Background: an optimization exercise with open tools, aiming at small area, a short achievable clock period and few clock cycles. Do not read the settings as production practice.
Function was checked by simulation only, so behaviour that the tests miss may differ from the original.

## build 9
==> flow/design.v <==
package cordic_pkg;
    localparam int unsigned XW    = 22;
    localparam int unsigned YW    = 21;
    localparam int unsigned ZW    = 23;
    localparam int unsigned FRAC  = 20;
    localparam int unsigned ITERS = 16;
    localparam logic [31:0] NAN_Q = 32'h7FC0_0000;
    function automatic int unsigned yw(input int i);
        yw = (i < 4) ? YW : 24 - i;
    endfunction
    function automatic logic [ZW-1:0] atan_lut(input int i);
        case (i)
            0:       atan_lut = 23'h0C90FE;
            1:       atan_lut = 23'h076B1A;
            2:       atan_lut = 23'h03EB6F;
            3:       atan_lut = 23'h01FD5C;
            4:       atan_lut = 23'h00FFAB;
            5:       atan_lut = 23'h007FF5;
            6:       atan_lut = 23'h003FFF;
            7:       atan_lut = 23'h002000;
            8:       atan_lut = 23'h001000;
            9:       atan_lut = 23'h000800;
            10:      atan_lut = 23'h000400;
            11:      atan_lut = 23'h000200;
            12:      atan_lut = 23'h000100;
            13:      atan_lut = 23'h000080;
            14:      atan_lut = 23'h000040;
            15:      atan_lut = 23'h000020;
            default: atan_lut = '0;
        endcase
    endfunction
endpackage
import cordic_pkg::*;
module cordic_vec_stage #(
    parameter int unsigned I  = 0,
    parameter int unsigned WI = YW,
    parameter int unsigned WO = YW
) (
    input  logic [XW-1:0] x,
    input  logic [WI-1:0] y,
    output logic [XW-1:0] x_nxt,
    output logic [WO-1:0] y_nxt,
    output logic          pos
);
    logic          neg;
    logic [XW+I+WI-1:0] yext;
    logic [XW-1:0] ysh;
    logic [XW-1:0] xsh;
    logic [XW:0]   xsum;
    logic [WO:0]   ysum;
    assign neg = y[WI-1];
    assign yext = {{(XW+I){y[WI-1]}}, y};
    assign ysh  = yext[I +: XW];    
    assign xsh = x >> I;
    assign xsum  = {x, 1'b1} + {ysh ^ {XW{neg}}, neg};
    assign ysum  = {y[WO-1:0], 1'b1} + {xsh[WO-1:0] ^ {WO{~neg}}, ~neg};
    assign x_nxt = xsum[XW:1];
    assign y_nxt = ysum[WO:1];
    assign pos   = ~neg;
endmodule
import cordic_pkg::*;
module cordic_atan_vec
#(
    parameter int unsigned SIn  = 4,
    parameter int unsigned SMid = 8
) (
    input  logic        clock,
    input  logic        aclr,
    input  logic        clk_en,
    input  logic        start,
    input  logic [31:0] dataa,
    input  logic [31:0] datab,
    output logic [31:0] result,
    output logic        done
);
    localparam int unsigned S1 = SIn;
    localparam int unsigned S2 = SIn + SMid;
    localparam int unsigned MW = 21;     
    function automatic logic [FRAC-1:0] fix_mag(input logic [30:0] f);
        logic [20:0] sh;
        sh = {1'b1, f[22:3]} >> (~f[27:23]);
        if (f[30:23] >= 8'd127)      fix_mag = '1;
        else if (f[30:28] == 3'b011) fix_mag = sh[FRAC-1:0];
        else                         fix_mag = '0;
    endfunction
    logic              operand_err;
    logic [FRAC-1:0]   xmag, ymag;
    logic              yneg;
    logic [XW-1:0]     x1;
    logic [YW:0]       y1sum;
    logic [YW-1:0]     y1;
    assign operand_err = dataa[31] || (dataa[30:23] == 8'h00) ||
                         (dataa[30:23] == 8'hFF) || (datab[30:23] == 8'hFF);
    assign xmag = fix_mag(dataa[30:0]);
    assign ymag = fix_mag(datab[30:0]);
    assign yneg  = datab[31] && (ymag != '0);
    assign x1    = XW'(xmag) + XW'(ymag);
    assign y1sum = {{1'b0, ymag} ^ {YW{yneg}}, 1'b1} + {{1'b0, xmag} ^ {YW{~yneg}}, 1'b1};
    assign y1    = y1sum[YW:1];
    logic [XW-1:0]    xi [ITERS];
    logic [YW-1:0]    yi [ITERS];
    logic [XW-1:0]    xo [ITERS];
    logic [YW-1:0]    yo [ITERS];
    logic [ITERS-1:0] po;
    logic [XW-1:0]    r0_x, r1_x;
    logic [YW-1:0]    r0_y, r1_y;
    logic [ITERS-1:0] r0_p, r1_p;
    logic             r0_err, r1_err;
    logic             s1_q, r1v_q, done_q;
    assign xo[0] = x1;
    assign yo[0] = y1;
    assign po[0] = !yneg;
    for (genvar k = 1; k < ITERS; k++) begin : g_stage
        if (k == S1) begin : g_r0
            assign xi[k] = r0_x;
            assign yi[k] = r0_y;
        end else if (k == S2) begin : g_r1
            assign xi[k] = r1_x;
            assign yi[k] = r1_y;
        end else begin : g_chain
            assign xi[k] = xo[k-1];
            assign yi[k] = yo[k-1];
        end
        localparam int unsigned WI = cordic_pkg::yw(k);
        localparam int unsigned WO = cordic_pkg::yw(k + 1);
        logic [WO-1:0] y_nxt;
        logic [YW+WO-1:0] y_ext;
        cordic_vec_stage #(.I(k), .WI(WI), .WO(WO)) u_stage (
            .x     (xi[k]),
            .y     (yi[k][WI-1:0]),
            .x_nxt (xo[k]),
            .y_nxt (y_nxt),
            .pos   (po[k])
        );
        assign y_ext = {{YW{y_nxt[WO-1]}}, y_nxt};
        assign yo[k] = y_ext[YW-1:0];
    end
    logic [XW-1:0]    c0_x, c1_x;
    logic [YW-1:0]    c0_y, c1_y;
    logic [ITERS-1:0] c0_p, c1_p, fin_p;
    assign c0_x = xo[S1-1];
    assign c0_y = yo[S1-1];
    assign c1_x = xo[S2-1];
    assign c1_y = yo[S2-1];
    for (genvar k = 0; k < ITERS; k++) begin : g_pos
        assign c0_p[k]  = (k < S1) ? po[k] : 1'b0;
        assign c1_p[k]  = (k < S1) ? r0_p[k] : (k < S2) ? po[k] : 1'b0;
        assign fin_p[k] = (k < S2) ? r1_p[k] : po[k];
    end
    always_ff @(posedge clock) begin
        r0_x   <= c0_x;
        r0_y   <= c0_y;
        r0_p   <= c0_p;
        r0_err <= operand_err;
        if (s1_q) begin
            r1_x   <= c1_x;
            r1_y   <= c1_y;
            r1_p   <= c1_p;
            r1_err <= r0_err;
        end
    end
    always_ff @(posedge clock) begin
        if (aclr) begin
            s1_q   <= 1'b0;
            r1v_q  <= 1'b0;
            done_q <= 1'b0;
        end else begin
            s1_q <= clk_en && start;
            if (clk_en) begin
                r1v_q  <= 1'b0;
                done_q <= !start && (done_q || s1_q || r1v_q);
            end else begin
                r1v_q  <= r1v_q || s1_q;
            end
        end
    end
    localparam logic [ZW-1:0] ASum = 23'h1BE462;   
    function automatic logic [ZW-1:0] zpart(input int lo, input int n,
                                            input int v, input logic [ZW-1:0] base);
        zpart = base;
        for (int j = 0; j < n; j++) begin
            if (v[j]) zpart = zpart + ZW'(cordic_pkg::atan_lut(lo + j) << 1);
        end
    endfunction
    logic [ZW-1:0] g1_tab [16];
    logic [ZW-1:0] g2_tab [8];
    for (genvar v = 0; v < 16; v++) begin : g_g1
        assign g1_tab[v] = zpart(0, 4, v, ZW'(-ASum));
    end
    for (genvar v = 0; v < 8; v++) begin : g_g2
        assign g2_tab[v] = zpart(4, 3, v, '0);
    end
    logic [ZW-1:0] zc, z;
    assign zc = g1_tab[fin_p[3:0]] + g2_tab[fin_p[6:4]];
    assign z  = zc + ZW'({fin_p[7], fin_p[8], fin_p[9], fin_p[10], fin_p[11],
                          fin_p[12], fin_p[13], fin_p[14], fin_p[15], 6'b0});
    logic [MW-1:0] m, n1, n2, n3, n4, n5;
    logic [4:0]    lz;
    assign m  = z[ZW-1] ? MW'(-z) : z[MW-1:0];
    assign lz[4] = (m[MW-1 -: 16] == '0);
    assign n1    = lz[4] ? (m << 16) : m;
    assign lz[3] = (n1[MW-1 -: 8] == '0);
    assign n2    = lz[3] ? (n1 << 8) : n1;
    assign lz[2] = (n2[MW-1 -: 4] == '0);
    assign n3    = lz[2] ? (n2 << 4) : n2;
    assign lz[1] = (n3[MW-1 -: 2] == '0);
    assign n4    = lz[1] ? (n3 << 2) : n3;
    assign lz[0] = !n4[MW-1];
    assign n5    = lz[0] ? (n4 << 1) : n4;
    always_comb begin
        if (r1_err)          result = NAN_Q;
        else if (!n5[MW-1])  result = 32'h0;
        else                 result = {z[ZW-1], 8'(127 + MW - 1 - FRAC) - 8'(lz), n5[MW-2:0], 3'b0};
    end
    assign done = done_q;
endmodule
clock: 22.0 ns
lec_check: 0
abc_area: 1
cap_margin: 20
core_margin: 2
core_utilization: 50
place_density: 0.6
setup_slack_margin: 5
slew_margin: 20
run.sh (not shown) runs the stock make flow with config.mk's settings and CLKGATE_MAP_FILE= SYNTH_SCRIPT=/design/flow/synth_recipe.tcl, a recipe that flattens the netlist after the stock synthesis.
Build 9 finished all stages; the layout is clean.
Testbench counts of build 9, summed over its fixed seeds: cycles 1,600.
--- input diff build 9..build 1 ---
Settings: changing SETUP_SLACK_MARGIN from 5 to 4.
Notes after the runs:
Between build 1 and build 9, the post-route minimum period is higher for build 1.
Taking build 9 as the reference, in build 1 utilization -1.7 points, number of vias in the routed layout went down.
### build 1 -> build 65
Settings: CORE_UTILIZATION changed from 50 to 72; SETUP_SLACK_MARGIN changed from 4 to 5; PLACE_DENSITY changed from 0.6 to 0.82.
Findings:
Per the comparison of build 65 with build 1, arrival time reported for the critical path endpoint picked up an extra 0.90 ns, maximum number of pins on one net before global-route repair up about 17%, die area saw a decrease, instance area after placement lost about 1%, clock skew lower. result[27] as the capture point of the worst path was reported by build 1, and result[13] by build 65.

---

Starts from the design.v that is shown in full above.
Settings: LEC_CHECK=0, ABC_AREA=1, CAP_MARGIN=20, CORE_MARGIN=2, CORE_UTILIZATION=65, PLACE_DENSITY=0.75, SETUP_SLACK_MARGIN=5, SLEW_MARGIN=20; clock period 22.0 ns.
Testbench counts at the start, summed over its fixed seeds: cycles 1,600.
Rerun with:
Settings changed: CORE_UTILIZATION 65 to 50, PLACE_DENSITY 0.75 to 0.6, SETUP_SLACK_MARGIN 5 to not set.
Outcome: The new run produced a clean layout. Final cell count grows by 1.8%. Wire length fell by 2.5%. Cell area fell by 3.4%.
Rerun with:
Settings changed: CORE_UTILIZATION 50 to 65, GPL_ROUTABILITY_DRIVEN set to 0, PLACE_DENSITY 0.6 to 0.75, SETUP_SLACK_MARGIN set to 5.
- non-clock buffer count rose by 64
- count of clock-buffer cells in the layout is unchanged
- global-route usage goes up by 7.3 points
- setup slack gains 3.4 ns
- worst hold slack is better by 0.0061 ns
- wire length goes up by 1.0%

---

Another version of the RTL of cordic_atan_vec (not shown whole).
Size in the first run: about 4400 cells after synthesis, ~100 I/O pins, ~29000 um^2 of cells after synthesis.
clock: 22.0 ns
lec_check: 0
abc_area: 1
cap_margin: 20
core_margin: 2
core_utilization: 65
place_density: 0.75
setup_slack_margin: 5
slew_margin: 20
standard.sh (not shown) runs the stock make flow with config.mk's settings and CLKGATE_MAP_FILE= SYNTH_SCRIPT=/design/flow/synth_recipe.tcl, a recipe that flattens the netlist after the stock synthesis.
==> flow/flow/run.sh <==
#!/bin/bash
set -euo pipefail
sed -e 's|"${@:-finish}"|BUFFER_PORTS_ARGS="-buffer_cell sky130_fd_sc_hd__buf_2" "${@:-finish}"|' \
    standard.sh > standard_ports.sh
grep -q 'BUFFER_PORTS_ARGS="-buffer_cell sky130_fd_sc_hd__buf_2"' standard_ports.sh
bash standard_ports.sh > standard.log 2>&1
Testbench counts at the start, summed over its fixed seeds: cycles 1,600.
Edit:
- TNS_END_PERCENT: not set -> 10
The new run completed with no timing, DRC or antenna violations.
Routed wire length came out lower by 0.87%.
Die area does not change.
Design area came out lower by 0.82%.
Worst hold slack stays flat.
Final cell count came out lower by 0.33%.
Clock-buffer cell count stays the same.
Synthesized area does not change.
Edit:
==> flow/flow/run.sh (replaced) <==
#!/bin/bash
set -euo pipefail
sed -e 's|"${@:-finish}"|BUFFER_PORTS_ARGS="-buffer_cell sky130_fd_sc_hd__buf_2" "${@:-finish}"|' \
    -e 's|SETUP_SLACK_MARGIN=5 |SETUP_SLACK_MARGIN=5.5 |' \
    standard.sh > standard_ports.sh
grep -q 'BUFFER_PORTS_ARGS="-buffer_cell sky130_fd_sc_hd__buf_2"' standard_ports.sh
grep -q 'SETUP_SLACK_MARGIN=5.5 ' standard_ports.sh
bash standard_ports.sh > standard.log 2>&1
- TNS_END_PERCENT: 10 -> not set
Outcome:
- The new run completed with no timing, DRC or antenna violations
- global-route usage goes up by 0.48 points
- cell count goes up by about 2.8%
- worst setup slack improves by 0.084 ns
- die area is unchanged
Edit:
==> flow/flow/run.sh (replaced) <==
#!/bin/bash
set -euo pipefail
sed -e 's|"${@:-finish}"|BUFFER_PORTS_ARGS="-buffer_cell sky130_fd_sc_hd__buf_2" "${@:-finish}"|' \
    standard.sh > standard_ports.sh
grep -q 'BUFFER_PORTS_ARGS="-buffer_cell sky130_fd_sc_hd__buf_2"' standard_ports.sh
bash standard_ports.sh > standard.log 2>&1
- CAP_MARGIN: 20 -> 10
- SLEW_MARGIN: 20 -> 10
- TNS_END_PERCENT: not set -> 10
Area after synthesis is unchanged; fmax falls by 0.51%; count of clock-buffer cells in the layout went up by 2; non-clock buffer count went down by 137; sequential share of layout area increases by 0.41 points; hold slack barely changes; setup slack gets worse by 0.083 ns; wire length drops by 6.5%; final cell count goes down by 2.7%; final area is lower by 5.7%.
Edit:
- CAP_MARGIN: 10 -> 20
- CORE_UTILIZATION: 65 -> 60
- PLACE_DENSITY: 0.75 -> 0.7
- SLEW_MARGIN: 10 -> 20
What happened:
- maximum frequency grows by 0.67%
- global-route usage shrinks by 1.9 points
- via count shrinks by 1.3%
Edit:
- CORE_UTILIZATION: 60 -> 65
- PLACE_DENSITY: 0.7 -> 0.75
- TNS_END_PERCENT: 10 -> 0
Outcome:
- The new run went through all stages and came out clean
- count of clock-buffer cells in the layout is unchanged
- setup slack degrades by 0.072 ns
- worst hold slack stays flat

what the ideal ports hide:
No port has a modelled driver above. Below, the same layouts with a new extraction and two added sets of constraints. Step 1: set_driving_cell puts a clkbuf_16 on clock and a buf_2 on each other input, an assumption about the parent block. Step 2 moves the port delays by t, midway between the first and last clock arrival at a register: inputs arrive t later, outputs are due t later. That takes back most of the time a late clock gives input paths. a / b / c = ideal / step 1 / step 2; a / b = the first two.
| run | t (ns) | setup WS [ns] | worst register clock-pin slew, ns | worst slew at a driven data input, ns | cell pins on the clock port's net |
|---|---|---|---|---|---|
| build 9 | 0.445 | 5.543 / 5.483 / 5.594 | 0.09 / 0.09 | 0.05 | 1 |
| build 1 | 0.444 | 5.065 / 5.005 / 4.697 | 0.09 / 0.09 | 0.06 | 1 |
| build 65 | 0.458 | 4.155 / 4.092 / 4.550 | 0.09 / 0.09 | 0.06 | 1 |
| the first run of note 2 | 0.443 | 5.620 / 5.558 / 5.419 | 0.09 / 0.09 | 0.07 | 1 |
| the second run of note 2 | 0.446 | 1.941 / 1.880 / 2.326 | 0.09 / 0.09 | 0.06 | 1 |
| the third run of note 2 | 0.454 | 5.348 / 5.284 / 5.609 | 0.08 / 0.08 | 0.05 | 1 |
| the first run of note 3 | 0.422 | 5.581 / 5.529 / 5.225 | 0.08 / 0.08 | 0.06 | 1 |
| the second run of note 3 | 0.421 | 5.620 / 5.568 / 5.217 | 0.08 / 0.08 | 0.06 | 1 |
| the third run of note 3 | 0.420 | 5.705 / 5.652 / 5.356 | 0.08 / 0.08 | 0.08 | 1 |
| the fourth run of note 3 | 0.421 | 5.621 / 5.569 / 5.225 | 0.08 / 0.08 | 0.06 | 1 |
| the fifth run of note 3 | 0.426 | 5.730 / 5.725 / 5.321 | 0.08 / 0.08 | 0.06 | 1 |
| the sixth run of note 3 | 0.420 | 5.658 / 5.605 / 5.233 | 0.08 / 0.08 | 0.06 | 1 |
After both steps every run listed still meets setup and hold. The setup slack of the sixth run of note 3, which loses most, moves by -0.053 ns with the drivers and by -0.425 ns with both steps.
